What follows belongs to an exercise in optimizing a design on an open flow for small area; a production flow would make more cautious choices. The RTL was checked by simulation tests, not by an equivalence proof against the original design. Power is estimated from default activity; no workload was simulated. The clock port is modelled as an ideal driver; clocking choices that lean on that would not hold on a real chip.

== run A ==
## add_round_key_pipe
module add_round_key_pipe #(
  parameter int DATA_WIDTH = 128,
  parameter int NUM_KEYS   = 11,
  parameter int KEY_IDX_W  = 4
) (
  input  logic                  clk,
  input  logic                  rst,
  input  logic                  key_wr_en,
  input  logic [KEY_IDX_W-1:0]  key_wr_idx,
  input  logic [DATA_WIDTH-1:0] key_wr_data,
  input  logic                  key_clr,
  input  logic [DATA_WIDTH-1:0] data_in,
  input  logic [KEY_IDX_W-1:0]  data_in_idx,
  input  logic                  data_in_vld,
  output logic                  data_in_rdy,
  output logic [DATA_WIDTH-1:0] block_data_out,
  output logic                  block_data_out_vld,
  input  logic                  block_data_out_rdy,
  output logic                  block_data_out_err
);
Size in the first run: ~4100 cells after synthesis, ~1600 flip-flops, roughly 50000 µm² of cells after synthesis.
==> flow/config.mk <==
export PLATFORM = sky130hd
export DESIGN_NAME = add_round_key_pipe
export DESIGN_NICKNAME = add_round_key_pipe
export VERILOG_FILES = /design/flow/design.v
export SDC_FILE = /design/flow/constraint.sdc
export NUM_CORES = 4
export LEC_CHECK = 0
export CAP_MARGIN = 20
export CORE_MARGIN = 2
export CORE_UTILIZATION = 65
export SLEW_MARGIN = 20
export SYNTH_HIERARCHICAL = 1
==> flow/constraint.sdc <==
create_clock -name core_clock -period 4.0 [get_ports {clk}]
set_input_delay 0.8000 -clock core_clock [delete_from_list [all_inputs] [get_ports {clk}]]
set_output_delay 0.8000 -clock core_clock [all_outputs]
set_load 0.01 [all_outputs]
standard.sh (not shown) runs the stock make flow with config.mk's settings and CLKGATE_MAP_FILE= SYNTH_SCRIPT=/design/flow/synth_recipe.tcl, a recipe that flattens the netlist after the stock synthesis.
==> flow/flow/run.sh <==
#!/bin/bash
# The standard layout, with two changes: port buffers use the smallest buffer cell, and
# clock tree synthesis inserts no dummy loads. Each tool's output goes to a log of its own.
set -euo pipefail
bash standard.sh \
  BUFFER_PORTS_ARGS="-buffer_cell sky130_fd_sc_hd__buf_1" \
  CTS_ARGS="-sink_clustering_enable -repair_clock_nets -dont_use_dummy_load -sink_clustering_size 25 -sink_clustering_max_diameter 80" \
  finish > flow_make.log 2>&1
The inputs of run B differ from those of run A as listed below.
Settings: putting GPL_TIMING_DRIVEN at 0 where nothing was set.
==> comparison <==
- Summary of run B over run A: power spent charging and discharging nets picked up an extra about 0.6%; setup slack lost 920 ps.
- On sequential share of cell area, the lower figure sits with run B, not run A.
> inputs changed (run B -> run C)
Settings: clearing GPL_TIMING_DRIVEN, which used to be 0; putting PLACE_DENSITY at 0.85 where nothing was set; swapping 65 for 70 in CORE_UTILIZATION.
==> comparison <==
Side by side, placed standard-cell area turned out lower in run C than in run B. Re post-synthesis average cell area: no difference whatsoever between run C and run B. Between run B and run C, power per cell area increased. Re vertical die dimension: run C and run B aren't equal, and the higher value belongs to run B. Slack of the worst reg-to-reg path: run C > run B. Diff run B -> run C | number of ordinary and repair buffers in the finished layout | down by more than 10%.
Setup changes, run C to run D
Settings: CORE_UTILIZATION: 70 -> 65.
--- a/flow/flow/run.sh
+++ b/flow/flow/run.sh
@@ -5,4 +5,4 @@
 bash standard.sh \
   BUFFER_PORTS_ARGS="-buffer_cell sky130_fd_sc_hd__buf_1" \
-  CTS_ARGS="-sink_clustering_enable -repair_clock_nets -dont_use_dummy_load -sink_clustering_size 25 -sink_clustering_max_diameter 80" \
+  CTS_ARGS="-sink_clustering_enable -repair_clock_nets -dont_use_dummy_load -sink_clustering_size 30 -sink_clustering_max_diameter 90" \
   finish > flow_make.log 2>&1
--- outcome ---
Worst hold slack for run D: 23 ps down relative to run C
Of run D and run C, it is run D that has the lower clock share of power.
When run D is measured against run C, its global-route usage turns out 5.0 points lower.
Register-to-register setup slack came out lower on run D than on run C.
Per the comparison of run D with run C, total non-filler cell area in the finished layout fell 0.59%; delay contributed by the slowest stage of the critical path rose 430 ps; multi-input gate share of total cell area rose 0.19 points; count of buffers not belonging to the clock network in the layout rose 12.
Compared with run C, combinational-cell power consumption in run D decreased slightly.
Looking at switching power summed over all nets across run D and run C, the one that comes out lower is run D.
Routed length on met2 (higher): run C
The following lists how run E was set up differently from run D:
--- a/flow/flow/run.sh
+++ b/flow/flow/run.sh
@@ -5,4 +5,4 @@
 bash standard.sh \
   BUFFER_PORTS_ARGS="-buffer_cell sky130_fd_sc_hd__buf_1" \
-  CTS_ARGS="-sink_clustering_enable -repair_clock_nets -dont_use_dummy_load -sink_clustering_size 30 -sink_clustering_max_diameter 90" \
+  CTS_ARGS="-sink_clustering_enable -repair_clock_nets -dont_use_dummy_load -sink_clustering_size 28 -sink_clustering_max_diameter 90" \
   finish > flow_make.log 2>&1
==> notes.md <==
Run E finished end to end and its layout was clean on timing, DRC and antenna. Layout buffer count excluding clock buffers came out exactly the same in run E and run D. Taking run D as the reference, in run E utilization after layout roughly the same; relative contribution of combinational cells to total power roughly the same; post-layout instance count excluding filler cells roughly the same. As far as pin count of the biggest net entering global routing goes, run E and run D are indistinguishable; the numbers are identical. Total power (higher): run E. Initial antenna violation count is lower on run E. Taking run D as the reference, in run E global-route wire length before repair level, required time of the critical path now larger. Measured against each other, run E and run D differ in minimum clock period, the lower figure coming from run E. Run E does better than run D on setup slack.
Input-level comparison between run F and run E:
--- a/flow/flow/run.sh
+++ b/flow/flow/run.sh
@@ -5,4 +5,4 @@
 bash standard.sh \
   BUFFER_PORTS_ARGS="-buffer_cell sky130_fd_sc_hd__buf_1" \
-  CTS_ARGS="-sink_clustering_enable -repair_clock_nets -dont_use_dummy_load -sink_clustering_size 28 -sink_clustering_max_diameter 90" \
+  CTS_ARGS="-sink_clustering_enable -repair_clock_nets -dont_use_dummy_load -sink_clustering_size 25 -sink_clustering_max_diameter 80" \
   finish > flow_make.log 2>&1
==> comparison <==
Diff run E -> run F: area growth from synthesis to final layout now sits higher; switching portion of total power now sits lower; part of the total power dissipated in combinational logic now sits at about the same level; post-route clock period utilization now sits higher. Compare run E and run F | first-iteration DRC count higher: run E. Relative to run E, the final cell area reported for run F is higher. Between run E and run F, the difference in number of vias after detailed routing is negligible. [compare] base=run E new=run F: number of standard cells after synthesis stayed essentially flat; power rose by 0.61 mW.

==> separate check: timing with driven ports <==
The flow's constraints put no driver on any port. The routed layouts listed below were extracted and timed again, unchanged, in two steps.
Step 1 sets driving cells, clkbuf_16 on the clock port and buf_2 on the other inputs (assumed; they add their load-dependent delay and slew).
Step 2 also shifts input and output timing later by t, the mid clock arrival at the registers, as if the neighbouring blocks saw the same clock.
Three values: ideal ports, drivers, drivers and shift; two values: the first two.
run | shift t [ns] | setup slack, ns | worst setup path after step 2
run A | 0.715 | 1.206 / 1.132 / 0.588 | input to register
run B | 0.712 | 0.283 / 0.334 / -0.377 | input to register
run C | 0.715 | 1.076 / 1.004 / 0.509 | input to register
run D | 0.744 | 0.897 / 0.925 / 0.192 | input to register
run E | 0.748 | 0.975 / 0.963 / 0.273 | input to register
run F | 0.710 | 0.892 / 0.937 / 0.228 | input to register
With both steps, setup timing fails in run B, where it was met with ideal ports. The setup slack of run D, which loses most, moves by +0.028 ns with the drivers and by -0.705 ns with both steps.
